Source: an optimization exercise on an open RTL-to-GDS flow (aim: small area). Production flows keep margins and buffers that such runs may drop. The RTL was checked by simulation tests, not by an equivalence proof against the original design. Power figures rest on the tool's default switching activity, not on a simulated workload.

===== flow/flow/run.sh =====
#!/bin/bash
# The standard layout (standard.sh: the standard flow's synthesis and ORFS flow,
# unchanged power grid and tap cells), with two changes:
#  - ports are buffered with sky130_fd_sc_hd__buf_1 instead of the
#    default delay buffer;
#  - clock tree synthesis inserts no dummy loads.
# The make output goes to flow_make.log; each ORFS step keeps its own log
# under orfs/logs/.
set -euo pipefail
bash standard.sh \
  "BUFFER_PORTS_ARGS=-buffer_cell sky130_fd_sc_hd__buf_1" \
  "CTS_ARGS=-sink_clustering_enable -repair_clock_nets -buf_list sky130_fd_sc_hd__clkbuf_16 -sink_clustering_size 20 -sink_clustering_max_diameter 60 -dont_use_dummy_load" \
  finish > flow_make.log 2>&1

===== flow/standard.sh =====
#!/bin/bash
# synth_recipe.tcl (not shown) runs the flow's synth.tcl, then flattens the netlist and writes it again
# the make line also repeats each setting of config.mk as NAME=value (left out here)
make -C /OpenROAD-flow-scripts/flow DESIGN_CONFIG=/design/flow/config.mk WORK_HOME=/design/flow/orfs CLKGATE_MAP_FILE= SYNTH_SCRIPT=/design/flow/synth_recipe.tcl "${@:-finish}"

===== flow/config.mk =====
export PLATFORM = sky130hd
export DESIGN_NAME = instruction_decode_stage
export DESIGN_NICKNAME = instruction_decode_stage
export VERILOG_FILES = /design/flow/design.v
export SDC_FILE = /design/flow/constraint.sdc
export NUM_CORES = 4
export LEC_CHECK = 0
export CAP_MARGIN = 20
export CORE_MARGIN = 2
export CORE_UTILIZATION = 60
export CTS_BUF_LIST = sky130_fd_sc_hd__clkbuf_16
export CTS_CLUSTER_DIAMETER = 60
export CTS_CLUSTER_SIZE = 20
export GPL_TIMING_DRIVEN = 0
export SETUP_SLACK_MARGIN = 0.15
export SLEW_MARGIN = 20
export SYNTH_HIERARCHICAL = 1

===== flow/constraint.sdc =====
create_clock -name core_clock -period 5.0 [get_ports {clk}]
set_input_delay 1.0000 -clock core_clock [delete_from_list [all_inputs] [get_ports {clk}]]
set_output_delay 1.0000 -clock core_clock [all_outputs]
set_load 0.01 [all_outputs]

===== flow/design.v =====
package mips_pkg;
  localparam int REG_W  = 5;
  localparam int DATA_W = 32;
  localparam int TY_W   = 4;
  localparam logic [TY_W-1:0] TY_NOP  = 4'd0;
  localparam logic [TY_W-1:0] TY_ADD  = 4'd1;
  localparam logic [TY_W-1:0] TY_SUB  = 4'd2;
  localparam logic [TY_W-1:0] TY_AND  = 4'd3;
  localparam logic [TY_W-1:0] TY_OR   = 4'd4;
  localparam logic [TY_W-1:0] TY_SLT  = 4'd5;
  localparam logic [TY_W-1:0] TY_ADDI = 4'd6;
  localparam logic [TY_W-1:0] TY_SW   = 4'd7;
  typedef struct packed {
    logic [DATA_W-1:0] a;
    logic [DATA_W-1:0] b;
    logic [REG_W-1:0]  src_a;
    logic [REG_W-1:0]  src_b;
    logic [REG_W-1:0]  wb_tgt;
    logic [TY_W-1:0]   itype;
    logic [15:0]       sw_off;
  } id_ex_t;
  function automatic logic is_rtype(input logic [TY_W-1:0] t);
    is_rtype = (t >= TY_ADD) && (t <= TY_SLT);
  endfunction
endpackage
module reg_file
(
  input  logic                        clk,
  input  logic                        rst_n,
  input  logic                        we,
  input  logic [mips_pkg::REG_W-1:0]  waddr,
  input  logic [mips_pkg::DATA_W-1:0] wdata,
  output logic [31:0]                 wsel,     
  output logic [31:0]                 vld,      
  output logic [31:0][mips_pkg::DATA_W-1:0] mem
);
  logic [31:0] vld_q;
  always_comb begin
    for (int i = 0; i < 32; i++)
      wsel[i] = we && (waddr == i[4:0]) && (i != 0);
  end
  assign vld = vld_q;
  always_ff @(posedge clk or negedge rst_n) begin
    if (!rst_n) vld_q <= '0;
    else        vld_q <= vld_q | wsel;
  end
  assign mem[0] = '0;
  for (genvar i = 1; i < 32; i++) begin : g_row
    rf_row u_row (
      .clk   (clk),
      .load  (wsel[i]),
      .hold  (!wsel[i]),
      .wdata (wdata),
      .q     (mem[i])
    );
  end
endmodule
module rf_row
(
  input  logic                        clk,
  input  logic                        load,
  input  logic                        hold,
  input  logic [mips_pkg::DATA_W-1:0] wdata,
  output logic [mips_pkg::DATA_W-1:0] q
);
  always_ff @(posedge clk) begin
    q <= ({mips_pkg::DATA_W{load}} & wdata) | ({mips_pkg::DATA_W{hold}} & q);
  end
endmodule
module rd_bit #(
  parameter int N = 32
) (
  input  logic [N-1:0] s,
  input  logic [N-1:0] d,
  output logic         y
);
  localparam int G = N / 3;
  localparam int R = N % 3;
  localparam int T = G + (R != 0);
  logic [T-1:0] g;
  for (genvar k = 0; k < G; k++) begin : g_aoi
    aoi222 u_aoi (
      .a0 (s[3*k]),   .b0 (d[3*k]),
      .a1 (s[3*k+1]), .b1 (d[3*k+1]),
      .a2 (s[3*k+2]), .b2 (d[3*k+2]),
      .y  (g[k])
    );
  end
  if (R == 2) begin : g_r2
    aoi22 u_aoi (
      .a0 (s[3*G]),   .b0 (d[3*G]),
      .a1 (s[3*G+1]), .b1 (d[3*G+1]),
      .y  (g[G])
    );
  end else if (R == 1) begin : g_r1
    assign g[G] = !(s[3*G] && d[3*G]);
  end
  assign y = !(&g);
endmodule
module aoi222
(
  input  logic a0, b0, a1, b1, a2, b2,
  output logic y
);
  assign y = !((a0 && b0) || (a1 && b1) || (a2 && b2));
endmodule
module aoi22
(
  input  logic a0, b0, a1, b1,
  output logic y
);
  assign y = !((a0 && b0) || (a1 && b1));
endmodule
module instruction_decode_stage
(
  input  logic              clk,
  input  logic              reset,
  input  logic              done_in_ID,
  input  logic              done_in_WB,
  input  logic              wb_en,
  input  logic [mips_pkg::REG_W-1:0]  wb_addr,
  input  logic [mips_pkg::DATA_W-1:0] wb_data,
  input  logic [mips_pkg::REG_W-1:0]  rs,
  input  logic [mips_pkg::REG_W-1:0]  rt,
  input  logic [mips_pkg::REG_W-1:0]  rd,
  input  logic [mips_pkg::DATA_W-1:0] imm,
  input  logic              has_rs,
  input  logic              has_rt,
  input  logic              has_rd,
  input  logic              has_imm,
  input  logic [mips_pkg::TY_W-1:0]   instr_type_IF,
  output logic [mips_pkg::DATA_W-1:0] A,
  output logic [mips_pkg::DATA_W-1:0] B,
  output logic [mips_pkg::REG_W-1:0]  sourceA,
  output logic [mips_pkg::REG_W-1:0]  sourceB,
  output logic [mips_pkg::REG_W-1:0]  wb_tgt_ID,
  output logic [mips_pkg::TY_W-1:0]   instr_type_ID,
  output logic [15:0]       sw_offset,
  output logic              done_ID,
  output logic              done_WB
);
  logic [mips_pkg::REG_W-1:0]  src_a;
  logic [31:0][mips_pkg::DATA_W-1:0] mem;
  logic [31:0]       wsel, vld;
  logic [31:0]       sel_a;           
  logic [32:0]       sel_b;           
  logic [mips_pkg::DATA_W-1:0][31:0] dat_a;
  logic [mips_pkg::DATA_W-1:0][32:0] dat_b;
  logic [mips_pkg::DATA_W-1:0] rdata_a;
  logic [mips_pkg::DATA_W-1:0] rdata_b;
  logic              is_r;
  logic              is_addi;
  logic              is_sw;
  logic              use_a, use_b;
  logic              byp_a, byp_b;
  mips_pkg::id_ex_t  ex_d;
  mips_pkg::id_ex_t  ex_q;
  logic              done_id_q;
  logic              done_wb_q;
  assign src_a = has_rs ? rs : '0;
  assign is_r    = !done_in_ID && mips_pkg::is_rtype(instr_type_IF);
  assign is_addi = !done_in_ID && (instr_type_IF == mips_pkg::TY_ADDI);
  assign is_sw   = !done_in_ID && (instr_type_IF == mips_pkg::TY_SW);
  assign use_a   = is_r || is_addi || is_sw;
  assign use_b   = is_r || is_sw;
  reg_file u_rf (
    .clk     (clk),
    .rst_n   (reset),
    .we      (wb_en),
    .waddr   (wb_addr),
    .wdata   (wb_data),
    .wsel    (wsel),
    .vld     (vld),
    .mem     (mem)
  );
  assign byp_a = wb_en && (wb_addr == src_a) && (src_a != '0);
  assign byp_b = wb_en && (wb_addr == rt) && (rt != '0);
  logic [3:0] hi_a, hi_b;
  logic [7:0] lo_a, lo_b;
  always_comb begin
    for (int j = 0; j < 4; j++) begin
      hi_a[j] = use_a && !byp_a && (src_a[4:3] == j[1:0]);
      hi_b[j] = use_b && !byp_b && (rt[4:3] == j[1:0]);
    end
    for (int k = 0; k < 8; k++) begin
      lo_a[k] = (src_a[2:0] == k[2:0]);
      lo_b[k] = (rt[2:0] == k[2:0]);
    end
    for (int i = 1; i < 32; i++) begin
      sel_a[i-1] = hi_a[i/8] && lo_a[i%8] && vld[i];
      sel_b[i-1] = hi_b[i/8] && lo_b[i%8] && vld[i];
    end
    sel_a[31] = use_a && byp_a;
    sel_b[31] = use_b && byp_b;
    sel_b[32] = is_addi;
  end
  for (genvar b = 0; b < mips_pkg::DATA_W; b++) begin : g_rd
    always_comb begin
      for (int i = 1; i < 32; i++) begin
        dat_a[b][i-1] = mem[i][b];
        dat_b[b][i-1] = mem[i][b];
      end
      dat_a[b][31] = wb_data[b];
      dat_b[b][31] = wb_data[b];
      dat_b[b][32] = imm[b];
    end
    rd_bit #(.N(32)) u_rd_a (.s(sel_a), .d(dat_a[b]), .y(rdata_a[b]));
    rd_bit #(.N(33)) u_rd_b (.s(sel_b), .d(dat_b[b]), .y(rdata_b[b]));
  end
  always_comb begin
    ex_d   = '0;
    ex_d.a = rdata_a;
    ex_d.b = rdata_b;
    if (use_a)   ex_d.src_a  = src_a;
    if (use_b)   ex_d.src_b  = rt;
    if (is_r)    ex_d.wb_tgt = has_rd ? rd : '0;
    if (is_addi) ex_d.wb_tgt = rt;
    if (use_a)   ex_d.itype  = instr_type_IF;
    if (is_sw)   ex_d.sw_off = imm[15:0];
  end
  always_ff @(posedge clk or negedge reset) begin
    if (!reset) begin
      ex_q      <= '0;
      done_id_q <= 1'b0;
      done_wb_q <= 1'b0;
    end else begin
      ex_q      <= ex_d;
      done_id_q <= done_id_q | done_in_ID;
      done_wb_q <= done_wb_q | done_in_WB;
    end
  end
  assign A             = ex_q.a;
  assign B             = ex_q.b;
  assign sourceA       = ex_q.src_a;
  assign sourceB       = ex_q.src_b;
  assign wb_tgt_ID     = ex_q.wb_tgt;
  assign instr_type_ID = ex_q.itype;
  assign sw_offset     = ex_q.sw_off;
  assign done_ID       = done_id_q;
  assign done_WB       = done_wb_q;
endmodule

==> impl_metrics.csv, run 1 <==
group,metric,value,unit
yosys,syn_area,45500,um^2
detailed_routing,ant_nets,0,
clocking,clock_latency,0.65,ns
yosys,syn_avg_cell_area,12.3,um^2
detailed_routing,drc,0,
clocking,root_buffer,"clkbuf_16",
sta,finalCritPeriodShare,94.0,%
placement,place_ws,-0.373,ns
sta,worst_pin_slew,1.23,ns
global_routing,antenna_found_initial,17,
sta,finalWorstSetupSlack,0.302,ns
cells_and_area,mostFrequentLayoutCell,"dfxtp_1",
sta,hold_violations,0,
yosys,yosys_warnings,9,
cells_and_area,drive_gt1_share,15.9,%
power,power_frac_clock,28.5,%
clocking,cts_tree,"yes",
worst_setup_path,cp_cell_sequence,"buf_1 > xor2_1 > nor4_4 > buf_2 > a211oi_4 > buf_8 > a222oi_1 > nand4_1 > or3_1",
sta,fmax,0.213,GHz
detailed_routing,viasPerCell,8.73,
worst_setup_path,slowest_delay,0.73,ns
placement,gp_congestion,1.03,
sta,drv_slew,0,
floorplanning,die_y,279,um
sta,setup_violations,0,
clocking,clk_path_buf_depth,3,
global_routing,grt_pass1_wl,282,mm
detailed_routing,routed_wl,195,mm
power,power_frac_seq,60.4,%
floorplanning,rows,100,
floorplanning,dieWidth,279,um
cells_and_area,nets,4179,
detailed_routing,post_drt_wl_per_cell,38.6,um
yosys,synthCells,3681,
placement,dp.cells,4974,
power,internal_power,14.5,mW
power,switching_share,27.3,%
global_routing,track_usage,48.2,%
sta,skew,0.0558,ns
worst_setup_path,start_kind,"primary input",
floorplanning,die-area,78000,um^2
power,p_leak,21.1,nW
sta,final.min_clock_period,4.70,ns
clocking,htree_levels,3,
worst_setup_path,path_class,"primary input to flip-flop",
detailed_routing,drtPass1Iterations,14,
power,pwr_density_cell,383,nW/um^2
worst_setup_path,crit_slowest_cell,"nand4_1",
min_path,min_path_type,"primary input to asynchronous set/reset pin",
power,ir_worst_vdd,0.000296,V
outcome,status,"timing/DRC/antenna clean",
detailed_routing,drt_iter0_drc,11283,
global_routing,grt_pass1_vias,41604,
placement,dpl.hpwl,136,mm
placement,port_buffers,192,
clocking,numCtsBuffers,75,
floorplanning,pin_count,198,
cells_and_area,final_cell_mix,"dfxtp_1, a22o_1, a222oi_1",
worst_setup_path,endpoint_kind,"flip-flop",
yosys,syn-num-nets,3778,
global_routing,grt_max_degree,34,
detailed_routing,via_count,44170,
sta,whs,0.307,ns
cells_and_area,final.fill_count,5321,
global_routing,overflow,0,
run,maxCapViolations,0,
power,power_switching,5.45,mW
cells_and_area,fin_cells,5059,
worst_setup_path,crit_arrival,5.22,ns
clocking,clk_pin_slew_worst_paths,0.08,ns
sta,relSlewSlack,17.9,%
clocking,post-cts-setup-buffers,0,
floorplanning,core_area,74700,um^2
floorplanning,start_util,60.9,%
worst_setup_path,required,5.52,ns
worst_setup_path,crit_fanout,10,
cells_and_area,syn_to_final_growth,14.8,%
power,pwr-share-comb,11.1,%
clocking,numClockSinks,1124,
power,p_total,20.0,mW
sta,rsz0062_at_grt,"false",
cells_and_area,utilization,69.9,%
-- final cells by class --
type,instances,area (um^2),share of cell area [%]
Antenna cell,10,25.0,0.0480
Timing Repair Buffer,324,2820,5.40
Clock buffer,75,1880,3.60
Inverter,5,18.8,0.0360
Tap cell,969,1210,2.32
Multi-Input combinational cell,2305,20700,39.6
Sequential cell,1124,23200,44.4
Buffer,247,2400,4.60
-- routing by layer --
| metal | up-vias | share of wire, % | GRT usage (%) |
|---|---|---|---|
| met2 | 4552 | 41 | 69.4 |
| li1 | 17185 | - | - |
| met3 | 982 | 16 | 15.5 |
| met1 | 21447 | 34 | 60.6 |
| met4 | 4 | 9.2 | 35.2 |
| met5 | - | 0.014 | 0.188 |
-- through the flow --
step	area [um^2]	TNS, ns
CTS	52100	0
global placement	47400	-615.22
finish	52200	0
global route	52200	0
detailed placement	50300	-3.70
floorplan	45500	0
-- critical path: cells and delay by family --
family	cells	cell delay [ns]
buffers and inverters	3	1.32
xor gates and xnor gates	1	0.20
AOI/OAI and AO/OA	2	0.64
and+or+nand+nor	3	2.02
-- worst paths after layout --
path,cells after the start,endpoint,from,slack (ns)
setup / recovery,9,ex_q[95],wb_addr[3],0.30
hold / removal,1,ex_q[19],reset,0.31
setup reg to reg,8,ex_q[68],u_rf.vld_q[21],1.91
hold reg to reg,1,done_wb_q,done_wb_q,0.47
max in group asynchronous,4,ex_q[30],reset,3.57
min in group core_clock,1,done_wb_q,done_wb_q,0.47
-- power by group through the flow --
stage	clock network (mW)	registers (mW)	logic [mW]
floorplan	0	11.7	1.49
global placement	0	11.9	1.95
detailed placement	0	12.1	2.15
CTS	5.66	11.9	2.16
global route	5.97	12.2	2.35
finish	5.70	12.1	2.21
-- registers in the layout, indices dropped and copies added (netlist names) --
register / count
u_rf.vld_q: 31
done_id_q: 1
ex_q: 99
done_wb_q: 1
u_rf.g_row.u_row.q: 992
-- timing repair --
action / CTS / global route
hold buffers: 0 / 0
endpoints found under the hold margin: 0 / 0
endpoints found under the setup margin: 0 / 5
resized for setup: 0 / 1
==> run 2: changes to the inputs <==
--- a/flow/flow/run.sh
+++ b/flow/flow/run.sh
@@ -9,5 +9,5 @@
 set -euo pipefail
 bash standard.sh \
   "BUFFER_PORTS_ARGS=-buffer_cell sky130_fd_sc_hd__buf_1" \
-  "CTS_ARGS=-sink_clustering_enable -repair_clock_nets -buf_list sky130_fd_sc_hd__clkbuf_16 -sink_clustering_size 20 -sink_clustering_max_diameter 60 -dont_use_dummy_load" \
+  "CTS_ARGS=-sink_clustering_enable -repair_clock_nets -buf_list sky130_fd_sc_hd__clkbuf_4 -sink_clustering_size 10 -sink_clustering_max_diameter 40 -dont_use_dummy_load" \
   finish > flow_make.log 2>&1
==> flow/config.mk (replaced) <==
export PLATFORM = sky130hd
export DESIGN_NAME = instruction_decode_stage
export DESIGN_NICKNAME = instruction_decode_stage
export VERILOG_FILES = /design/flow/design.v
export SDC_FILE = /design/flow/constraint.sdc
export NUM_CORES = 4
export LEC_CHECK = 0
export CAP_MARGIN = 10
export CORE_MARGIN = 2
export CORE_UTILIZATION = 60
export CTS_BUF_LIST = sky130_fd_sc_hd__clkbuf_4
export CTS_CLUSTER_DIAMETER = 40
export CTS_CLUSTER_SIZE = 10
export GPL_TIMING_DRIVEN = 0
export SETUP_SLACK_MARGIN = 0.15
export SLEW_MARGIN = 10
export SYNTH_HIERARCHICAL = 1
==> run 2 against run 1 <==
- die area stayed put
- still clean on timing, DRC and antenna
- highest routed layer unchanged
- clock skew grew 0.046 ns
- fmax up 4.7%
- count of clock-buffer cells in the layout is 72 higher
- cell count is 1.0% higher
- core utilization is 1.3 points lower
- final area fell by 1.8%
- critical path type unchanged
- critical path depth grew 1
==> impl_metrics.csv, run 2 <==
group,metric,value,unit
worst_setup_path,cp_num_cells,10,
global_routing,grt_pass1_vias,42181,
placement,placed_cell_area,50100,um^2
cells_and_area,final.fill_count,5466,
floorplanning,pin_count,198,
clocking,clk_path_buf_depth,3,
worst_setup_path,cp_num_buf_inv,4,
cells_and_area,largest_register_ff_count,992,
cells_and_area,reg_top3,"u_rf.g_row.u_row.q (992), ex_q (99), u_rf.vld_q (31)",
floorplanning,rows,100,
clocking,post-cts-setup-buffers,0,
placement,dpl.hpwl,136,mm
sta,skew,0.102,ns
floorplanning,core_area,74700,um^2
worst_setup_path,cp_top_family,"simple AND/OR/NAND/NOR gates",
sta,fmax,0.223,GHz
cells_and_area,utilization,68.6,%
min_path,min_from,"done_in_WB",
global_routing,track_usage,48.1,%
cells_and_area,final_cell_area,51200,um^2
min_path,whs_endpoint,"done_wb_q",
detailed_routing,via_count,44222,
sta,drv_slew,0,
cells_and_area,mostFrequentLayoutCell,"dfxtp_1",
worst_setup_path,crit_slowest_cell,"nor4_2",
floorplanning,start_util,60.9,%
worst_setup_path,start_kind,"primary input",
sta,rsz0062_at_grt,"false",
clocking,root_buffer,"clkbuf_4",
worst_setup_path,endpoint_kind,"flip-flop",
clocking,numClockSinks,1124,
floorplanning,die-area,78000,um^2
global_routing,antenna_found_initial,9,
sta,hold_violations,0,
floorplanning,die_y,279,um
worst_setup_path,required,5.86,ns
detailed_routing,drc,0,
yosys,syn_avg_cell_area,12.3,um^2
min_path,whs_path_depth,2,
worst_setup_path,timing.rr.start,"u_rf.vld_q[18]",
sta,finalSetupTns,0,ns
worst_setup_path,path_class,"primary input to flip-flop",
clocking,clk_pin_slew_worst_paths,0.10,ns
worst_setup_path,crit_fanout,16,
floorplanning,dieWidth,279,um
sta,finalCritPeriodShare,89.7,%
cells_and_area,final_cell_mix,"dfxtp_1, a22o_1, a222oi_1",
detailed_routing,routed_wl,195,mm
worst_setup_path,slowest_delay,0.87,ns
sta,final.min_clock_period,4.49,ns
sta,relSlewSlack,17.4,%
clocking,clock_latency,1.08,ns
placement,gp_congestion,1.03,
worst_setup_path,crit_arrival,5.35,ns
detailed_routing,drtPass1Iterations,13,
power,pwr_density_cell,362,nW/um^2
global_routing,grt_max_degree,40,
run,maxCapViolations,0,
worst_setup_path,cp_cell_sequence,"buf_1 > xor2_1 > nor4_2 > buf_2 > a211oi_4 > buf_6 > buf_8 > a222oi_1 > nand4_1 > or3_1",
cells_and_area,drive_gt1_share,17.0,%
yosys,yosys_warnings,9,
clocking,numCtsBuffers,147,
sta,setup_violations,0,
sta,whs,0.164,ns
global_routing,overflow,0,
sta,worst_pin_slew,1.23,ns
cells_and_area,syn_to_final_growth,12.7,%
cells_and_area,nets,4234,
global_routing,grt_pass1_wl,281,mm
outcome,status,"timing/DRC/antenna clean",
cells_and_area,top_register,"u_rf.g_row.u_row.q",
placement,port_buffers,192,
yosys,syn-num-nets,3778,
detailed_routing,post_drt_wl_per_cell,38.1,um
detailed_routing,drt_iter0_drc,11670,
power,p_leak,20.8,nW
clocking,cts_tree,"yes",
worst_setup_path,worstReg2RegEnd,"ex_q[37]",
yosys,syn_area,45500,um^2
worst_setup_path,ff2ff_setup_slack,1.91,ns
yosys,synthCells,3681,
detailed_routing,viasPerCell,8.65,
detailed_routing,ant_nets,0,
power,p_total,18.6,mW
power,ir_worst_vdd,0.000248,V
worst_setup_path,worstRegToRegCells,7,
clocking,htree_levels,4,
min_path,min_path_type,"primary input to flip-flop",
-- run 2: changes by cell type in the layout (fill, tap and decap cells not counted), moves of 3 or more --
| cell | previous run | this run |
|---|---|---|
| diode_2 | 10 | 7 |
| buf_4 | 26 | 8 |
| buf_8 | 44 | 63 |
| buf_16 | 23 | 12 |
| buf_12 | 11 | 20 |
| buf_6 | 223 | 206 |
| clkbuf_4 | 0 | 147 |
| clkbuf_16 | 75 | 0 |
-- run 2: area by class of cell --
class | instances | area (um^2) | area share, %
multi-input cells | 2305 | 20600 | 40.3
well taps | 969 | 1210 | 2.37
plain buffers | 247 | 2400 | 4.69
repair buffers | 307 | 2660 | 5.20
clock buffers | 147 | 1100 | 2.15
diodes | 7 | 17.5 | 0.0342
inverters | 5 | 18.8 | 0.0366
flip-flops and latches | 1124 | 23200 | 45.2
-- run 2: worst max-delay path by stage --
stage                                 from       end  slack (ns)
after floorplan           instr_type_IF[0]  ex_q[67]        0.86
after global placement               reset  ex_q[88]       -3.29
after detailed placement        wb_addr[3]  ex_q[74]       -0.32
after CTS                       wb_addr[3]  ex_q[74]        0.75
after global routing            wb_addr[3]  ex_q[95]        0.56
final                           wb_addr[3]  ex_q[74]        0.51
-- run 2: repair_timing --
action | 4_1_cts | 5_1_grt
hold endpoints to repair | 12 | 0
hold buffers | 1 | 0
resized for setup | 0 | 0
-- run 2: routing by layer --
layer / up-vias / track usage (%) / routed length [um]
li1: 17330 / - / -
met1: 21134 / 60.4 / 65900
met2: 4718 / 68.6 / 79400
met3: 1034 / 15.8 / 31100
met4: 6 / 36.5 / 18200
met5: - / 0.438 / 66
-- run 2: worst register-to-register path: stages (launching register included) --
cell       delay [ns]
dfrtp_1          0.46
nor4bb_1         0.18
o2111ai_1        0.16
a21oi_4          0.14
buf_12           0.24
a222oi_1         0.78
nand4_1          0.45
or3_1            0.57
-- run 2: where the power goes --
group          leakage, nW  internal (mW)  total, mW  switching (mW)
logic                 10.1           1.22       2.20           0.978
clock network        0.676           1.35       4.33            2.98
registers             10.0           10.6       12.0            1.42
-- run 2: through the flow --
| step | instances | setup slack (ns) |
|---|---|---|
| final | 5111 | 0.515 |
| after CTS | 5104 | 0.747 |
| after detailed placement | 4956 | -0.318 |
| after floorplan | 3681 | 0.858 |
| after global routing | 5108 | 0.559 |
| after global placement | 4842 | -3.29 |
==> run 3: changes to the inputs <==
==> flow/flow/run.sh (replaced) <==
#!/bin/bash
# The standard layout (standard.sh: the standard flow's synthesis and ORFS flow,
# unchanged power grid and tap cells), with two changes:
#  - ports are buffered with sky130_fd_sc_hd__buf_1 instead of the
#    default delay buffer;
#  - clock tree synthesis uses clkbuf_8 clusters of up to 16 sinks and
#    inserts no dummy loads.
# The make output goes to flow_make.log; each ORFS step keeps its own log
# under orfs/logs/.
set -euo pipefail
bash standard.sh \
  "BUFFER_PORTS_ARGS=-buffer_cell sky130_fd_sc_hd__buf_1" \
  "CTS_ARGS=-sink_clustering_enable -repair_clock_nets -buf_list sky130_fd_sc_hd__clkbuf_8 -sink_clustering_size 16 -sink_clustering_max_diameter 50 -dont_use_dummy_load" \
  finish > flow_make.log 2>&1
--- a/flow/config.mk
+++ b/flow/config.mk
@@ -8,9 +8,9 @@
 export CAP_MARGIN = 10
 export CORE_MARGIN = 2
 export CORE_UTILIZATION = 60
-export CTS_BUF_LIST = sky130_fd_sc_hd__clkbuf_4
-export CTS_CLUSTER_DIAMETER = 40
-export CTS_CLUSTER_SIZE = 10
+export CTS_BUF_LIST = sky130_fd_sc_hd__clkbuf_8
+export CTS_CLUSTER_DIAMETER = 50
+export CTS_CLUSTER_SIZE = 16
 export GPL_TIMING_DRIVEN = 0
 export SETUP_SLACK_MARGIN = 0.15
 export SLEW_MARGIN = 10
==> run 3 against run 2 <==
- power rose by 2.9%
- first-iteration DRC count fell by 2.6%
- hold slack got worse by 0.050 ns
- synthesized cell count did not move
- sequential power barely moved
- sequential share of layout area fell by 0.30 points
- critical path type unchanged
- cell count fell by 0.88%
- area after synthesis did not move
- die area did not move
- count of clock-buffer cells in the layout fell by 41
- setup slack got worse by 0.12 ns
- core utilization rose by 0.46 points
==> impl_metrics.csv, run 3 <==
group,metric,value,unit
outcome,status,"timing/DRC/antenna clean",
placement,dp.cells,4956,
min_path,min_path_type,"primary input to asynchronous set/reset pin",
floorplanning,core_area,74700,um^2
sta,whs,0.113,ns
cells_and_area,mostFrequentLayoutCell,"dfxtp_1",
sta,rsz0062_at_grt,"false",
worst_setup_path,crit_arrival,5.19,ns
clocking,root_buffer,"clkbuf_8",
sta,drv_slew,0,
worst_setup_path,start_kind,"primary input",
cells_and_area,top_register,"u_rf.g_row.u_row.q",
detailed_routing,drt_iter0_drc,11361,
cells_and_area,largest_register_ff_count,992,
detailed_routing,post_drt_wl_per_cell,38.5,um
sta,hold_violations,0,
yosys,syn_area,45500,um^2
global_routing,antenna_found_initial,10,
clocking,numCtsBuffers,106,
power,ir_worst_vdd,0.000316,V
detailed_routing,ant_nets,0,
cells_and_area,utilization,69.0,%
detailed_routing,viasPerCell,8.69,
floorplanning,rows,100,
cells_and_area,nets,4192,
sta,fmax,0.217,GHz
detailed_routing,drtPass1Iterations,13,
floorplanning,start_util,60.9,%
clocking,post-cts-setup-buffers,0,
worst_setup_path,path_class,"primary input to flip-flop",
floorplanning,die_y,279,um
clocking,clk_path_buf_depth,3,
global_routing,grt_max_degree,40,
worst_setup_path,endpoint_kind,"flip-flop",
sta,setup_violations,0,
yosys,yosys_warnings,9,
sta,skew,0.0852,ns
yosys,synthCells,3681,
clocking,post_cts_resized,0,
clocking,ctsHoldBuffers,0,
floorplanning,die-area,78000,um^2
sta,relSlewSlack,18.6,%
sta,final.min_clock_period,4.60,ns
clocking,cts_tree,"yes",
worst_setup_path,crit_fanout,16,
placement,dpl.hpwl,136,mm
placement,gp_congestion,1.03,
cells_and_area,syn_to_final_growth,13.5,%
floorplanning,pin_count,198,
clocking,htree_levels,3,
sta,worst_pin_slew,1.22,ns
run,maxCapViolations,0,
clocking,clock_latency,0.80,ns
yosys,syn-num-nets,3778,
global_routing,grt_pass1_wl,282,mm
cells_and_area,fin_cells,5066,
cells_and_area,final.fill_count,5446,
placement,port_buffers,192,
floorplanning,dieWidth,279,um
worst_setup_path,required,5.59,ns
detailed_routing,via_count,43999,
global_routing,overflow,0,
global_routing,grt_pass1_vias,42070,
sta,finalCritPeriodShare,92.1,%
sta,finalSetupTns,0,ns
cells_and_area,drive_gt1_share,16.1,%
cells_and_area,final_cell_mix,"dfxtp_1, a22o_1, a222oi_1",
yosys,syn_avg_cell_area,12.3,um^2
detailed_routing,drc,0,
global_routing,track_usage,48.1,%
power,p_leak,20.9,nW
power,pwr_density_cell,370,nW/um^2
cells_and_area,reg_top3,"u_rf.g_row.u_row.q (992), ex_q (99), u_rf.vld_q (31)",
placement,place_ws,-0.318,ns
clocking,clk_pin_slew_worst_paths,0.09,ns
clocking,numClockSinks,1124,
sta,finalWorstSetupSlack,0.397,ns
detailed_routing,routed_wl,195,mm
run 3: path summary, 6_finish.rpt:
kind | startpoint | end | slack (ns) | cells after the start
setup / recovery | wb_addr[2] | ex_q[69] | 0.40 | 10
hold / removal | reset | ex_q[12] | 0.11 | 1
setup reg to reg | u_rf.vld_q[18] | ex_q[63] | 1.93 | 7
hold reg to reg | done_wb_q | done_wb_q | 0.47 | 1
max in group asynchronous | reset | ex_q[30] | 3.80 | 4
min in group core_clock | done_in_WB | done_wb_q | 0.43 | 2
run 3: report_power, final:
| group | total, mW | switching (mW) | leakage, nW | internal [mW] |
|---|---|---|---|---|
| registers | 12.0 | 1.42 | 10.0 | 10.6 |
| clock network | 4.86 | 2.98 | 0.762 | 1.88 |
| logic | 2.20 | 0.981 | 10.1 | 1.22 |
| total | 19.1 | 5.38 | 20.9 | 13.7 |
run 3: cell type report:
type,instances,area [um^2],area share [%]
Buffer,247,2400,4.66
Antenna cell,4,10.0,0.0194
Clock buffer,106,1460,2.83
Sequential cell,1124,23200,44.9
Timing Repair Buffer,306,2650,5.14
Inverter,5,18.8,0.0364
Tap cell,969,1210,2.35
Multi-Input combinational cell,2305,20700,40.1
run 3: metal layers:
metal | GRT usage (%) | share of wire [%]
met1 | 60.0 | 34
met3 | 15.9 | 16
met5 | 0.438 | 0.038
met4 | 36.1 | 9.6
met2 | 69.2 | 41
run 3: worst max-delay path, cell delays in order:
cell and delay, ns:
buf_1 0.50, xor2_1 0.21, nor4_4 0.61, buf_2 0.56, a211oi_4 0.15, buf_8 0.20, buf_8 0.17, a222oi_1 0.64
nand4_1 0.49, or3_1 0.61
run 3: through the flow:
stage / instance area, um^2 / total power, mW
6_report: 51600 / 19.1
3_3_place_gp: 47400 / 13.9
4_1_cts: 51600 / 18.9
3_5_place_dp: 50100 / 14.3
2_1_floorplan: 45500 / 13.2
5_1_grt: 51600 / 19.7
==> run 4: changes to the inputs <==
==> flow/flow/run.sh (replaced) <==
#!/bin/bash
# The standard layout (standard.sh: the standard flow's synthesis and ORFS flow,
# unchanged power grid and tap cells), with these changes:
#  - ports are buffered with sky130_fd_sc_hd__buf_1 instead of the
#    default delay buffer;
#  - clock tree synthesis uses clkbuf_8 clusters of up to 16 sinks and inserts no
#    dummy loads;
#  - after global routing, repair_timing -recover_power downsizes gates
#    off the critical paths (RECOVER_POWER=100).
# The make output goes to flow_make.log; each ORFS step keeps its own log
# under orfs/logs/.
set -euo pipefail
bash standard.sh \
  "BUFFER_PORTS_ARGS=-buffer_cell sky130_fd_sc_hd__buf_1" \
  "CTS_ARGS=-sink_clustering_enable -repair_clock_nets -buf_list sky130_fd_sc_hd__clkbuf_8 -sink_clustering_size 16 -sink_clustering_max_diameter 50 -dont_use_dummy_load" \
  RECOVER_POWER=100 \
  finish > flow_make.log 2>&1
==> run 4 against run 3 <==
- now fails the layout checks on capacitance limit, slew limit
- clock skew down 0.0052 ns
- final area decreased by 1.9%
- sequential cell count unchanged
- via count hardly changed
- fmax fell by 3.7%
- die area unchanged
- routed wire length is 0.14% higher
- core utilization is 1.3 points lower
- clock power about the same
- sequential power hardly changed
- power about the same
- critical path type unchanged
- largest power group unchanged
==> impl_metrics.csv, run 4 <==
group,metric,value,unit
cells_and_area,multi_input_area,20600,um^2
yosys,syn-num-nets,3778,
detailed_routing,post_drt_wl_per_cell,38.5,um
detailed_routing,viasPerCell,8.69,
global_routing,grt_max_degree,40,
sta,drv_slew,95,
cells_and_area,regArea,23200,um^2
sta,rsz0062_at_grt,"false",
placement,placed_cell_area,50100,um^2
cells_and_area,largest_register_ff_count,992,
clocking,numCtsBuffers,106,
cells_and_area,syn_to_final_growth,11.3,%
clocking,ctsHoldBuffers,0,
worst_setup_path,worstReg2RegEnd,"ex_q[43]",
cells_and_area,utilization,67.7,%
global_routing,track_usage,48.1,%
global_routing,overflow,0,
detailed_routing,drc,0,
worst_setup_path,crit_fanout,16,
cells_and_area,top_register,"u_rf.g_row.u_row.q",
sta,hold_violations,0,
worst_setup_path,endpoint_kind,"flip-flop",
floorplanning,start_util,60.9,%
cells_and_area,nets,4192,
outcome,status,"failed layout checks",
worst_setup_path,crit_arrival,5.46,ns
cells_and_area,mostFrequentLayoutCell,"dfxtp_1",
placement,gp_congestion,1.03,
run,maxCapViolations,6,
global_routing,grt.busiest_layer,"met2",
yosys,syn_area,45500,um^2
sta,relSlewSlack,-39.7,%
detailed_routing,via_count,44030,
clocking,htree_levels,3,
floorplanning,dieWidth,279,um
outcome,check.faults,"capacitance limit, slew limit",
detailed_routing,ant_nets,0,
sta,finalSetupTns,0,ns
cells_and_area,reg_top3,"u_rf.g_row.u_row.q (992), ex_q (99), u_rf.vld_q (31)",
sta,skew,0.0800,ns
sta,final.min_clock_period,4.78,ns
floorplanning,core_area,74700,um^2
yosys,synthCells,3681,
cells_and_area,final.fill_count,5611,
sta,setup_violations,0,
floorplanning,rows,100,
clocking,clk_path_buf_depth,3,
clocking,clk_pin_slew_worst_paths,0.09,ns
power,ir_worst_vdd,0.000322,V
worst_setup_path,timing.rr.start,"u_rf.vld_q[5]",
global_routing,grt_use_met3,15.9,%
global_routing,antenna_found_initial,10,
worst_setup_path,start_kind,"primary input",
worst_setup_path,ff2ff_setup_slack,1.49,ns
global_routing,grt_pass1_vias,42070,
clocking,numClockSinks,1124,
clocking,clock_latency,0.79,ns
cells_and_area,final_cell_area,50600,um^2
power,p_leak,20.2,nW
sta,fmax,0.209,GHz
placement,port_buffers,192,
clocking,cts_tree,"yes",
clocking,root_buffer,"clkbuf_8",
yosys,syn_avg_cell_area,12.3,um^2
detailed_routing,drtPass1Iterations,14,
yosys,yosys_warnings,9,
worst_setup_path,path_class,"primary input to flip-flop",
min_path,min_path_type,"primary input to asynchronous set/reset pin",
floorplanning,die_y,279,um
sta,finalCritPeriodShare,95.6,%
worst_setup_path,worstRegToRegCells,6,
detailed_routing,drt_iter0_drc,11616,
floorplanning,pin_count,198,
power,pwr_density_cell,378,nW/um^2
detailed_routing,routed_wl,195,mm
global_routing,use_met2,69.2,%
global_routing,grt_pass1_wl,282,mm
cells_and_area,final_cell_mix,"dfxtp_1, a22o_1, a222oi_1",
global_routing,use_met1,60.0,%
sta,worst_pin_slew,2.10,ns
worst_setup_path,required,5.68,ns
floorplanning,die-area,78000,um^2
cells_and_area,drive_gt1_share,12.9,%
placement,dpl.hpwl,136,mm
run 4: power breakdown:
group          switching [mW]  total (mW)  internal, mW
combinational           0.975        2.17          1.20
clock                    3.00        4.88          1.88
sequential               1.42        12.1          10.6
total                    5.39        19.1          13.7
run 4: how the worst max path moves through the flow:
stage                     start       end  slack, ns  cells past startpoint
2_1_floorplan  instr_type_IF[0]  ex_q[67]       0.86                      9
3_3_place_gp              reset  ex_q[88]      -3.29                      1
3_5_place_dp         wb_addr[3]  ex_q[74]      -0.32                     10
4_1_cts              wb_addr[3]  ex_q[76]       0.48                     10
5_1_grt        instr_type_IF[2]  ex_q[95]       0.21                     10
6_report       instr_type_IF[3]  ex_q[43]       0.22                      9
run 4: area by class of cell:
| cell class | count | area share, % |
|---|---|---|
| Sequential cell | 1124 | 45.8 |
| Tap cell | 969 | 2.40 |
| Clock buffer | 106 | 2.88 |
| Timing Repair Buffer | 306 | 5.11 |
| Inverter | 5 | 0.0371 |
| Buffer | 247 | 3.07 |
| Antenna cell | 7 | 0.0346 |
| Multi-Input combinational cell | 2305 | 40.7 |
run 4: per-layer routing:
metal | vias up | wire [um]
li1 | 17195 | -
met1 | 21234 | 66500
met2 | 4552 | 79700
met3 | 1041 | 30500
met4 | 8 | 18500
met5 | - | 51
run 4: repair_timing:
| action | in CTS | in global routing |
|---|---|---|
| setup buffers | 0 | 0 |
| resized for setup | 0 | 1 |
| setup endpoints to repair | 0 | 1 |
run 4: per-stage QoR:
step	std cells	setup slack, ns	power [mW]	hold slack (ns)
after CTS	5062	0.479	18.9	0.105
after detailed placement	4956	-0.318	14.3	0.459
final	5069	0.221	19.1	0.204
after global routing	5065	0.213	19.6	0.265
after global placement	4842	-3.29	13.9	0.452
after floorplan	3681	0.858	13.2	0.441
run 4: critical path, stage by stage:
cell	delay, ns
buf_1	0.11
nor2_1	0.53
clkbuf_1	0.47
o21ai_2	0.41
a211oi_1	1.39
clkbuf_1	0.83
a222oi_1	0.17
nand4_1	0.25
or3_1	0.26
==> run 5: changes to the inputs <==
--- a/flow/design.v
+++ b/flow/design.v
@@ -46,13 +46,15 @@
   end
   assign mem[0] = '0;
   for (genvar i = 1; i < 32; i++) begin : g_row
-    rf_row u_row (
-      .clk   (clk),
-      .load  (wsel[i]),
-      .hold  (!wsel[i]),
-      .wdata (wdata),
-      .q     (mem[i])
-    );
+    for (genvar k = 0; k < 8; k++) begin : g_seg
+      rf_row u_row (
+        .clk   (clk),
+        .load  (wsel[i]),
+        .hold  (!wsel[i]),
+        .wdata (wdata[4*k +: 4]),
+        .q     (mem[i][4*k +: 4])
+      );
+    end
   end
 endmodule
 module rf_row
@@ -60,11 +62,11 @@
   input  logic                        clk,
   input  logic                        load,
   input  logic                        hold,
-  input  logic [mips_pkg::DATA_W-1:0] wdata,
-  output logic [mips_pkg::DATA_W-1:0] q
+  input  logic [3:0]                  wdata,
+  output logic [3:0]                  q
 );
   always_ff @(posedge clk) begin
-    q <= ({mips_pkg::DATA_W{load}} & wdata) | ({mips_pkg::DATA_W{hold}} & q);
+    q <= ({4{load}} & wdata) | ({4{hold}} & q);
   end
 endmodule
 module rd_bit #(
==> run 5 against run 4 <==
- fails the layout checks on capacitance limit, slew limit, setup timing
- critical path type unchanged
- final area is 0.24% lower
- combinational power hardly changed
- count of clock-buffer cells in the layout is 1 lower
- area after synthesis is 4.8% lower
- first-iteration DRC count is 1.7% lower
- cell count is 2.5% lower
- largest power group unchanged
- clock skew is 0.018 ns higher
- routed wire length is 7.0% higher
- synthesized cell count is 5.1% lower
- core utilization is 2.9 points higher
- critical path depth is 3 lower
==> impl_metrics.csv, run 5 <==
group,metric,value,unit
floorplanning,dieWidth,273,um
min_path,min_from,"done_in_WB",
power,p_leak,20.0,nW
sta,finalCritPeriodShare,105,%
min_path,whs_endpoint,"done_wb_q",
sta,hold_violations,0,
global_routing,track_usage,54.2,%
detailed_routing,via_count,45451,
detailed_routing,drtPass1Iterations,15,
sta,whs,0.402,ns
worst_setup_path,path_common_cell,"clkbuf_1",
sta,skew,0.0978,ns
worst_setup_path,cp_cell_sequence,"clkbuf_1 > clkbuf_1 > nand4bb_1 > nor2_1 > clkbuf_1 > a22o_1",
cells_and_area,top_register,"u_rf.g_row.g_seg.u_row.q",
clocking,numClockSinks,1124,
worst_setup_path,worstRegToRegCells,7,
sta,relSlewSlack,-101,%
cells_and_area,final.fill_count,5063,
placement,port_buffers,192,
clocking,post-cts-setup-buffers,0,
sta,final.min_clock_period,5.27,ns
worst_setup_path,crit_arrival,5.95,ns
clocking,numCtsBuffers,105,
floorplanning,start_util,60.5,%
floorplanning,die-area,74300,um^2
detailed_routing,viasPerCell,9.20,
placement,dp.cells,4823,
worst_setup_path,timing.rr.start,"u_rf.vld_q[4]",
yosys,yosys_warnings,9,
global_routing,antenna_found_initial,21,
power,pwr_density_cell,379,nW/um^2
cells_and_area,syn_to_final_growth,16.6,%
outcome,status,"failed layout checks",
sta,rsz0062_at_grt,"false",
run,maxCapViolations,41,
clocking,cts_tree,"yes",
floorplanning,rows,98,
cells_and_area,final_cell_mix,"a22o_1, dfxtp_1, a222oi_1",
sta,fmax,0.190,GHz
worst_setup_path,path_class,"primary input to flip-flop",
sta,drv_slew,851,
worst_setup_path,crit_fanout,18,
yosys,synthCells,3495,
placement,dpl.hpwl,138,mm
clocking,post_cts_resized,0,
detailed_routing,drt_iter0_drc,11416,
worst_setup_path,cp_num_cells,6,
worst_setup_path,ff2ff_setup_slack,1.47,ns
global_routing,grt_max_degree,38,
yosys,syn_avg_cell_area,12.4,um^2
floorplanning,pin_count,198,
worst_setup_path,required,5.68,ns
worst_setup_path,slowest_delay,1.73,ns
clocking,clock_latency,0.82,ns
cells_and_area,nets,4077,
clocking,root_buffer,"clkbuf_8",
floorplanning,die_y,273,um
cells_and_area,reg_top3,"u_rf.g_row.g_seg.u_row.q (992), ex_q (99), u_rf.vld_q (31)",
floorplanning,core_area,71500,um^2
yosys,syn_area,43300,um^2
cells_and_area,drive_gt1_share,11.5,%
detailed_routing,drc,0,
global_routing,grt_pass1_vias,44799,
power,ir_worst_vdd,0.000282,V
clocking,clk_path_buf_depth,3,
worst_setup_path,worstReg2RegEnd,"ex_q[59]",
cells_and_area,mostFrequentLayoutCell,"a22o_1",
cells_and_area,fin_cells,4941,
worst_setup_path,start_kind,"primary input",
detailed_routing,post_drt_wl_per_cell,42.3,um
detailed_routing,ant_nets,0,
worst_setup_path,cp_top_family,"buffers and inverters",
cells_and_area,largest_register_ff_count,992,
power,p_total,19.1,mW
yosys,syn-num-nets,3592,
detailed_routing,routed_wl,209,mm
worst_setup_path,cp_num_buf_inv,3,
worst_setup_path,endpoint_kind,"flip-flop",
sta,finalWorstSetupSlack,-0.270,ns
sta,worst_pin_slew,3.01,ns
min_path,whs_path_depth,2,
clocking,ctsHoldBuffers,0,
global_routing,overflow,0,
clocking,clk_pin_slew_worst_paths,0.10,ns
worst_setup_path,crit_slowest_cell,"nor2_1",
min_path,min_path_type,"primary input to flip-flop",
clocking,htree_levels,3,
outcome,check.faults,"capacitance limit, slew limit, setup timing",
sta,setup_violations,38,
global_routing,grt_pass1_wl,299,mm
placement,gp_congestion,1.04,
==> run 5: final cells by class <==
| type | count | area, um^2 | share of cell area (%) |
|---|---|---|---|
| Tap cell | 950 | 1190 | 2.36 |
| Multi-Input combinational cell | 2305 | 20600 | 40.9 |
| Clock buffer | 105 | 1450 | 2.86 |
| Timing Repair Buffer | 378 | 3690 | 7.31 |
| Antenna cell | 13 | 32.5 | 0.0645 |
| Buffer | 61 | 282 | 0.558 |
| Inverter | 5 | 18.8 | 0.0372 |
| Sequential cell | 1124 | 23200 | 45.9 |
==> run 5: worst max-delay path by stage <==
stage,slack [ns],end,from
floorplan,0.86,ex_q[67],instr_type_IF[0]
global placement,-3.95,ex_q[98],wb_addr[2]
detailed placement,-0.23,ex_q[81],wb_addr[3]
CTS,0.55,ex_q[81],wb_addr[3]
global route,0.11,ex_q[98],wb_addr[3]
finish,-0.27,u_rf.g_row[16].g_seg[7].u_row.q[1],wb_addr[4]
==> run 5: power breakdown <==
part	total [mW]	switching (mW)	internal, mW
combinational	2.17	0.994	1.18
clock	4.89	3.03	1.86
sequential	12.1	1.42	10.6
==> run 5: per-layer routing <==
metal | global-route usage, % | part of all wire, % | routed length [um] | vias up
li1 | - | - | - | 16973
met1 | 63.8 | 32 | 65900 | 21668
met2 | 74.6 | 39 | 81900 | 5169
met3 | 23.7 | 18 | 36700 | 1619
met4 | 47.6 | 11 | 24000 | 22
met5 | 1.80 | 0.11 | 237 | -
==> run 5: per-stage QoR <==
| stage | util [%] | TNS (ns) | instance area (um^2) | worst slack [ns] |
|---|---|---|---|---|
| after CTS | 72.0 | 0 | 51500 | 0.549 |
| after global routing | 70.6 | 0 | 50400 | 0.115 |
| after detailed placement | 70.0 | -2.03 | 50000 | -0.229 |
| final | 70.6 | -4.68 | 50500 | -0.270 |
| after floorplan | - | 0 | 43300 | 0.858 |
| after global placement | 63.2 | -675.18 | 45200 | -3.95 |
==> run 6: changes to the inputs <==
--- a/flow/design.v
+++ b/flow/design.v
@@ -46,15 +46,13 @@
   end
   assign mem[0] = '0;
   for (genvar i = 1; i < 32; i++) begin : g_row
-    for (genvar k = 0; k < 8; k++) begin : g_seg
-      rf_row u_row (
-        .clk   (clk),
-        .load  (wsel[i]),
-        .hold  (!wsel[i]),
-        .wdata (wdata[4*k +: 4]),
-        .q     (mem[i][4*k +: 4])
-      );
-    end
+    rf_row u_row (
+      .clk   (clk),
+      .load  (wsel[i]),
+      .hold  (!wsel[i]),
+      .wdata (wdata),
+      .q     (mem[i])
+    );
   end
 endmodule
 module rf_row
@@ -62,11 +60,11 @@
   input  logic                        clk,
   input  logic                        load,
   input  logic                        hold,
-  input  logic [3:0]                  wdata,
-  output logic [3:0]                  q
+  input  logic [mips_pkg::DATA_W-1:0] wdata,
+  output logic [mips_pkg::DATA_W-1:0] q
 );
   always_ff @(posedge clk) begin
-    q <= ({4{load}} & wdata) | ({4{hold}} & q);
+    q <= ({mips_pkg::DATA_W{load}} & wdata) | ({mips_pkg::DATA_W{hold}} & q);
   end
 endmodule
 module rd_bit #(
==> flow/flow/run.sh (replaced) <==
#!/bin/bash
# The standard layout (standard.sh: the standard flow's synthesis and ORFS flow,
# unchanged power grid and tap cells), with these changes:
#  - ports are buffered with sky130_fd_sc_hd__buf_1 instead of the
#    default delay buffer;
#  - clock tree synthesis uses clkbuf_8 clusters of up to 16 sinks and
#    inserts no dummy loads;
#  - after global routing, repair_timing -recover_power downsizes gates
#    off the critical paths (RECOVER_POWER=100), then repair_design fixes
#    any slew or capacitance violation that leaves (flow/grt_hook.tcl).
# The make output goes to flow_make.log; each ORFS step keeps its own log
# under orfs/logs/.
set -euo pipefail
here=$(pwd)
bash standard.sh \
  "BUFFER_PORTS_ARGS=-buffer_cell sky130_fd_sc_hd__buf_1" \
  "CTS_ARGS=-sink_clustering_enable -repair_clock_nets -buf_list sky130_fd_sc_hd__clkbuf_8 -sink_clustering_size 16 -sink_clustering_max_diameter 50 -dont_use_dummy_load" \
  RECOVER_POWER=100 \
  "PRE_GLOBAL_ROUTE_TCL=$here/flow/grt_hook.tcl" \
  finish > flow_make.log 2>&1
==> flow/flow/grt_hook.tcl (new file) <==
# Sourced by ORFS's global_route.tcl before global routing (PRE_GLOBAL_ROUTE_TCL).
# Replaces recover_power_helper: after repair_timing -recover_power has
# downsized gates off the critical paths, repair_design runs again so that
# no net is left with a max-slew or max-capacitance violation, and the
# cells are legalised again. The caller wraps this in an incremental
# global route.
proc recover_power_helper { } {
  if { $::env(RECOVER_POWER) == 0 } {
    return
  }
  puts "Percent of paths optimized $::env(RECOVER_POWER)"
  log_cmd repair_timing -verbose -recover_power $::env(RECOVER_POWER) \
    -setup_margin $::env(SETUP_SLACK_MARGIN)
  repair_design_helper
  log_cmd detailed_placement
  report_tns
  report_wns
}
--- a/flow/config.mk
+++ b/flow/config.mk
@@ -5,7 +5,7 @@
 export SDC_FILE = /design/flow/constraint.sdc
 export NUM_CORES = 4
 export LEC_CHECK = 0
-export CAP_MARGIN = 10
+export CAP_MARGIN = 20
 export CORE_MARGIN = 2
 export CORE_UTILIZATION = 60
 export CTS_BUF_LIST = sky130_fd_sc_hd__clkbuf_8
@@ -13,5 +13,5 @@
 export CTS_CLUSTER_SIZE = 16
 export GPL_TIMING_DRIVEN = 0
 export SETUP_SLACK_MARGIN = 0.15
-export SLEW_MARGIN = 10
+export SLEW_MARGIN = 20
 export SYNTH_HIERARCHICAL = 1
==> run 6 against run 5 <==
- the run now finishes clean
- power about the same
- non-clock buffer count increased by 136
- sequential share of layout area decreased by 0.33 points
- first-iteration DRC count is 4.6% lower
- clock skew is 0.025 ns lower
- clock power is essentially flat
- cell count increased by 3.1%
- fmax up 11%
- setup slack better by 0.52 ns
- hold slack worse by 0.24 ns
- area after synthesis rose by 5.0%
- critical path type unchanged
- largest power group unchanged
==> impl_metrics.csv, run 6 <==
group,metric,value,unit
cells_and_area,top_register,"u_rf.g_row.u_row.q",
clocking,htree_levels,3,
cells_and_area,multi_input_area,20600,um^2
yosys,syn-num-nets,3778,
placement,dpl.hpwl,136,mm
cells_and_area,largest_register_ff_count,992,
worst_setup_path,crit_slowest_cell,"nor4_4",
global_routing,grt_max_degree,34,
global_routing,use_met2,69.4,%
global_routing,overflow,0,
sta,finalCritPeriodShare,95.1,%
worst_setup_path,crit_arrival,5.35,ns
cells_and_area,syn_to_final_growth,11.8,%
worst_setup_path,cp_cell_sequence,"clkbuf_1 > xor2_1 > nor4_4 > buf_2 > a211oi_4 > clkbuf_2 > buf_8 > a222oi_1 > nand4_1 > or3_1",
sta,worst_pin_slew,1.29,ns
power,p_leak,20.4,nW
clocking,numClockSinks,1124,
clocking,cts_tree,"yes",
sta,fmax,0.210,GHz
global_routing,track_usage,48.1,%
sta,relSlewSlack,13.4,%
global_routing,use_met1,60.7,%
worst_setup_path,start_kind,"primary input",
cells_and_area,drive_gt1_share,13.5,%
cells_and_area,reg_top3,"u_rf.g_row.u_row.q (992), ex_q (99), u_rf.vld_q (31)",
placement,dp.cells,4974,
sta,finalSetupTns,0,ns
cells_and_area,final_cell_mix,"dfxtp_1, a22o_1, a222oi_1",
sta,finalWorstSetupSlack,0.247,ns
clocking,root_buffer,"clkbuf_8",
global_routing,grt_pass1_vias,41763,
yosys,syn_avg_cell_area,12.3,um^2
global_routing,antenna_found_initial,10,
detailed_routing,drtPass1Iterations,14,
floorplanning,die_y,279,um
detailed_routing,routed_wl,195,mm
sta,setup_violations,0,
power,ir_worst_vdd,0.000300,V
clocking,clock_latency,0.79,ns
cells_and_area,utilization,68.0,%
sta,skew,0.0732,ns
clocking,numCtsBuffers,106,
placement,port_buffers,192,
worst_setup_path,required,5.60,ns
power,p_total,19.1,mW
floorplanning,dieWidth,279,um
clocking,clk_path_buf_depth,3,
run,maxCapViolations,0,
floorplanning,core_area,74700,um^2
detailed_routing,drc,0,
sta,rsz0062_at_grt,"false",
floorplanning,start_util,60.9,%
global_routing,grt_pass1_wl,282,mm
detailed_routing,ant_nets,0,
worst_setup_path,path_class,"primary input to flip-flop",
placement,place_ws,-0.373,ns
global_routing,grt_use_met3,15.0,%
power,pwr_density_cell,376,nW/um^2
worst_setup_path,slowest_delay,0.66,ns
floorplanning,rows,100,
sta,final.min_clock_period,4.75,ns
min_path,min_path_type,"primary input to asynchronous set/reset pin",
sta,drv_slew,0,
detailed_routing,viasPerCell,8.68,
detailed_routing,post_drt_wl_per_cell,38.3,um
worst_setup_path,crit_fanout,16,
detailed_routing,drt_iter0_drc,10892,
yosys,syn_area,45500,um^2
yosys,yosys_warnings,9,
clocking,clk_pin_slew_worst_paths,0.10,ns
worst_setup_path,cp_num_buf_inv,4,
global_routing,grt.busiest_layer,"met2",
cells_and_area,regArea,23200,um^2
floorplanning,die-area,78000,um^2
cells_and_area,mostFrequentLayoutCell,"dfxtp_1",
cells_and_area,nets,4214,
cells_and_area,fin_cells,5096,
worst_setup_path,cp_top_family,"buffers and inverters",
clocking,post-cts-setup-buffers,0,
sta,hold_violations,0,
floorplanning,pin_count,198,
outcome,status,"timing/DRC/antenna clean",
detailed_routing,via_count,44244,
yosys,synthCells,3681,
worst_setup_path,endpoint_kind,"flip-flop",
placement,gp_congestion,1.03,
cells_and_area,final.fill_count,5557,
run 6: worst paths after layout:
check / slack [ns] / cells after the start / endpoint / from
setup / recovery: 0.25 / 10 / ex_q[69] / wb_addr[3]
hold / removal: 0.16 / 1 / ex_q[19] / reset
setup reg to reg: 1.68 / 7 / ex_q[55] / u_rf.vld_q[13]
hold reg to reg: 0.48 / 1 / done_wb_q / done_wb_q
max in group asynchronous: 3.28 / 6 / ex_q[21] / reset
min in group core_clock: 0.43 / 2 / done_wb_q / done_in_WB
run 6: where the power goes:
part / leakage, nW / internal, mW / switching (mW)
registers: 10.0 / 10.6 / 1.42
logic: 9.61 / 1.21 / 0.977
clock network: 0.762 / 1.88 / 2.98
total: 20.4 / 13.7 / 5.38
run 6: what timing repair did:
action / CTS / global route
gates resized for setup: 0 / 1
hold buffers: 0 / 0
endpoints found under the setup margin: 0 / 1
hold endpoints to repair: 0 / 0
run 6: layout make-up:
class | instances | share of cell area [%]
flip-flops and latches | 1124 | 45.6
multi-input cells | 2305 | 40.5
repair buffers | 328 | 5.52
plain buffers | 247 | 3.05
clock buffers | 106 | 2.87
well taps | 969 | 2.39
diodes | 12 | 0.0591
inverters | 5 | 0.0369
run 6: per-stage QoR:
stage	hold slack, ns	area, um^2
final	0.161	50800
after global routing	0.200	50800
after CTS	0.179	51700
after detailed placement	0.464	50300
after global placement	0.452	47400
after floorplan	0.441	45500
run 6: metal layers:
layer	vias up	part of all wire, %
met5	-	0.0041
met4	2	9.6
met3	1028	16
met2	4628	41
met1	21336	34
li1	17250	-
==> run 7: changes to the inputs <==
==> flow/flow/run.sh (replaced) <==
#!/bin/bash
# The standard layout (standard.sh: the standard flow's synthesis and ORFS flow,
# unchanged power grid and tap cells), with these changes:
#  - ports are buffered with sky130_fd_sc_hd__buf_1 instead of the
#    default delay buffer;
#  - clock tree synthesis uses clkbuf_4 clusters of up to 8 sinks and
#    inserts no dummy loads;
#  - after global routing, repair_timing -recover_power downsizes gates
#    off the critical paths (RECOVER_POWER=100), then repair_design fixes
#    any slew or capacitance violation that leaves (flow/grt_hook.tcl).
# The make output goes to flow_make.log; each ORFS step keeps its own log
# under orfs/logs/.
set -euo pipefail
here=$(pwd)
bash standard.sh \
  "BUFFER_PORTS_ARGS=-buffer_cell sky130_fd_sc_hd__buf_1" \
  "CTS_ARGS=-sink_clustering_enable -repair_clock_nets -buf_list sky130_fd_sc_hd__clkbuf_4 -sink_clustering_size 8 -sink_clustering_max_diameter 35 -dont_use_dummy_load" \
  RECOVER_POWER=100 \
  "PRE_GLOBAL_ROUTE_TCL=$here/flow/grt_hook.tcl" \
  finish > flow_make.log 2>&1
--- a/flow/config.mk
+++ b/flow/config.mk
@@ -8,9 +8,9 @@
 export CAP_MARGIN = 20
 export CORE_MARGIN = 2
 export CORE_UTILIZATION = 60
-export CTS_BUF_LIST = sky130_fd_sc_hd__clkbuf_8
-export CTS_CLUSTER_DIAMETER = 50
-export CTS_CLUSTER_SIZE = 16
+export CTS_BUF_LIST = sky130_fd_sc_hd__clkbuf_4
+export CTS_CLUSTER_DIAMETER = 35
+export CTS_CLUSTER_SIZE = 8
 export GPL_TIMING_DRIVEN = 0
 export SETUP_SLACK_MARGIN = 0.15
 export SLEW_MARGIN = 20
==> run 7 against run 6 <==
- fmax fell by 0.80%
- hold slack got worse by 0.0011 ns
- critical path depth unchanged
- combinational power barely moved
- area after synthesis unchanged
- die area unchanged
- final area decreased by 0.31%
- cell count rose by 1.4%
==> impl_metrics.csv, run 7 <==
group,metric,value,unit
min_path,min_path_type,"primary input to flip-flop",
floorplanning,die-area,78000,um^2
cells_and_area,final_cell_mix,"dfxtp_1, a22o_1, a222oi_1",
sta,finalWorstSetupSlack,0.208,ns
cells_and_area,largest_register_ff_count,992,
sta,worst_pin_slew,1.14,ns
clocking,post_cts_resized,0,
power,pwr_density_cell,373,nW/um^2
sta,final.min_clock_period,4.79,ns
global_routing,track_usage,48.5,%
power,ir_worst_vdd,0.000267,V
placement,dpl.hpwl,136,mm
cells_and_area,utilization,67.8,%
floorplanning,start_util,60.9,%
yosys,syn_area,45500,um^2
detailed_routing,post_drt_wl_per_cell,37.9,um
clocking,numCtsBuffers,175,
floorplanning,dieWidth,279,um
worst_setup_path,required,5.89,ns
sta,skew,0.122,ns
global_routing,grt_max_degree,34,
placement,port_buffers,192,
global_routing,grt_pass1_wl,283,mm
outcome,status,"timing/DRC/antenna clean",
detailed_routing,drc,0,
detailed_routing,viasPerCell,8.62,
yosys,yosys_warnings,9,
clocking,cts_tree,"yes",
detailed_routing,drtPass1Iterations,13,
detailed_routing,drt_iter0_drc,11440,
floorplanning,pin_count,198,
detailed_routing,ant_nets,0,
worst_setup_path,worstRegToRegCells,6,
worst_setup_path,cp_cell_sequence,"clkbuf_1 > xor2_1 > nor4_2 > buf_2 > a211oi_4 > dlymetal6s2s_1 > buf_6 > a222oi_1 > nand4_1 > or3_1",
sta,whs,0.160,ns
worst_setup_path,start_kind,"primary input",
cells_and_area,syn_to_final_growth,11.5,%
cells_and_area,reg_top3,"u_rf.g_row.u_row.q (992), ex_q (99), u_rf.vld_q (31)",
clocking,numClockSinks,1124,
placement,gp_congestion,1.03,
global_routing,antenna_found_initial,11,
clocking,root_buffer,"clkbuf_4",
global_routing,overflow,0,
power,p_leak,20.4,nW
run,maxCapViolations,0,
sta,rsz0062_at_grt,"false",
worst_setup_path,endpoint_kind,"flip-flop",
yosys,synthCells,3681,
floorplanning,core_area,74700,um^2
sta,finalSetupTns,0,ns
worst_setup_path,path_class,"primary input to flip-flop",
worst_setup_path,crit_fanout,11,
worst_setup_path,slowest_delay,0.92,ns
sta,fmax,0.209,GHz
global_routing,grt_pass1_vias,42318,
worst_setup_path,crit_arrival,5.69,ns
placement,place_ws,-0.373,ns
sta,finalCritPeriodShare,95.8,%
yosys,syn-num-nets,3778,
sta,relSlewSlack,23.7,%
cells_and_area,drive_gt1_share,14.8,%
yosys,syn_avg_cell_area,12.3,um^2
sta,hold_violations,0,
cells_and_area,mostFrequentLayoutCell,"dfxtp_1",
sta,setup_violations,0,
detailed_routing,routed_wl,196,mm
clocking,post-cts-setup-buffers,0,
cells_and_area,top_register,"u_rf.g_row.u_row.q",
clocking,htree_levels,4,
floorplanning,die_y,279,um
cells_and_area,final.fill_count,5606,
worst_setup_path,crit_slowest_cell,"nor4_2",
clocking,clk_pin_slew_worst_paths,0.09,ns
clocking,clock_latency,1.08,ns
cells_and_area,nets,4283,
floorplanning,rows,100,
clocking,clk_path_buf_depth,3,
min_path,whs_path_depth,2,
sta,drv_slew,0,
detailed_routing,via_count,44572,
clocking,ctsHoldBuffers,1,
run 7: critical path: cells and delay by family:
family,cells,cell delay [ns]
xor+xnor,1,0.17
simple gates,3,1.91
compound gates,2,0.64
buf+inv,4,1.95
run 7: final timing paths:
| path | start | endpoint | slack [ns] |
|---|---|---|---|
| min | done_in_WB | done_wb_q | 0.16 |
| max in group asynchronous | reset | ex_q[23] | 3.23 |
| max reg2reg | u_rf.vld_q[22] | ex_q[55] | 1.81 |
| max | wb_addr[3] | ex_q[68] | 0.21 |
| min reg2reg | done_wb_q | done_wb_q | 0.48 |
| min in group asynchronous | reset | ex_q[12] | 0.45 |
run 7: where the power goes:
part	leakage, nW	internal (mW)	switching, mW
registers	10.0	10.6	1.42
clock network	0.805	1.60	3.07
logic	9.63	1.21	0.976
run 7: layout make-up:
| type | instances | area [um^2] | share of cell area, % |
|---|---|---|---|
| Multi-Input combinational cell | 2305 | 20600 | 40.6 |
| Timing Repair Buffer | 328 | 2800 | 5.53 |
| Tap cell | 969 | 1210 | 2.39 |
| Clock buffer | 175 | 1310 | 2.59 |
| Sequential cell | 1124 | 23200 | 45.7 |
| Buffer | 247 | 1540 | 3.04 |
| Inverter | 5 | 18.8 | 0.0370 |
| Antenna cell | 15 | 37.5 | 0.0741 |
run 7: routing by layer:
layer	GRT usage (%)	wire [um]	up-vias
li1	-	-	17424
met1	61.1	66100	21326
met2	69.6	80000	4767
met3	15.7	31600	1049
met4	35.6	18300	6
met5	0	35	-
run 7: stage by stage:
step	total power [mW]	instance area, um^2	instances
after global routing	19.5	50600	5157
after floorplan	13.2	45500	3681
final	18.9	50700	5168
after detailed placement	14.3	50300	4974
after CTS	18.8	51600	5150
after global placement	13.9	47400	4842

==> static timing again, ports no longer ideal <==
In the flow no input, the clock included, has a driving cell. The finished layouts below were timed again as built, in two steps. Step 1 assumes that a clkbuf_16 drives the clock port and a buf_2 every other input. Step 2, shift: input delay + t, output delay - t, t = (earliest + latest rising clock arrival at the registers) / 2. This alone moves slack from input paths to output paths. Three values: ideal ports, drivers, drivers and shift; two values: the first two.
run	t (ns)	setup WS [ns]	worst register clock-pin slew, ns	worst data-port slew with drivers (ns)
run 1	0.704	0.302 / 0.332 / -0.372	0.09 / 0.09	0.10
run 2	1.093	0.515 / 0.556 / -0.537	0.12 / 0.12	0.11
run 3	0.827	0.397 / 0.436 / -0.391	0.10 / 0.10	0.13
run 4	0.821	0.221 / 0.262 / -0.559	0.11 / 0.11	0.11
run 5	0.836	-0.270 / -0.229 / -1.065	0.11 / 0.11	0.16
run 6	0.819	0.247 / 0.207 / -0.612	0.11 / 0.11	0.12
run 7	1.099	0.208 / 0.222 / -0.876	0.10 / 0.10	0.10
For run 7, which loses most, drivers alone change the setup slack by +0.014 ns; drivers and shift together by -1.084 ns.
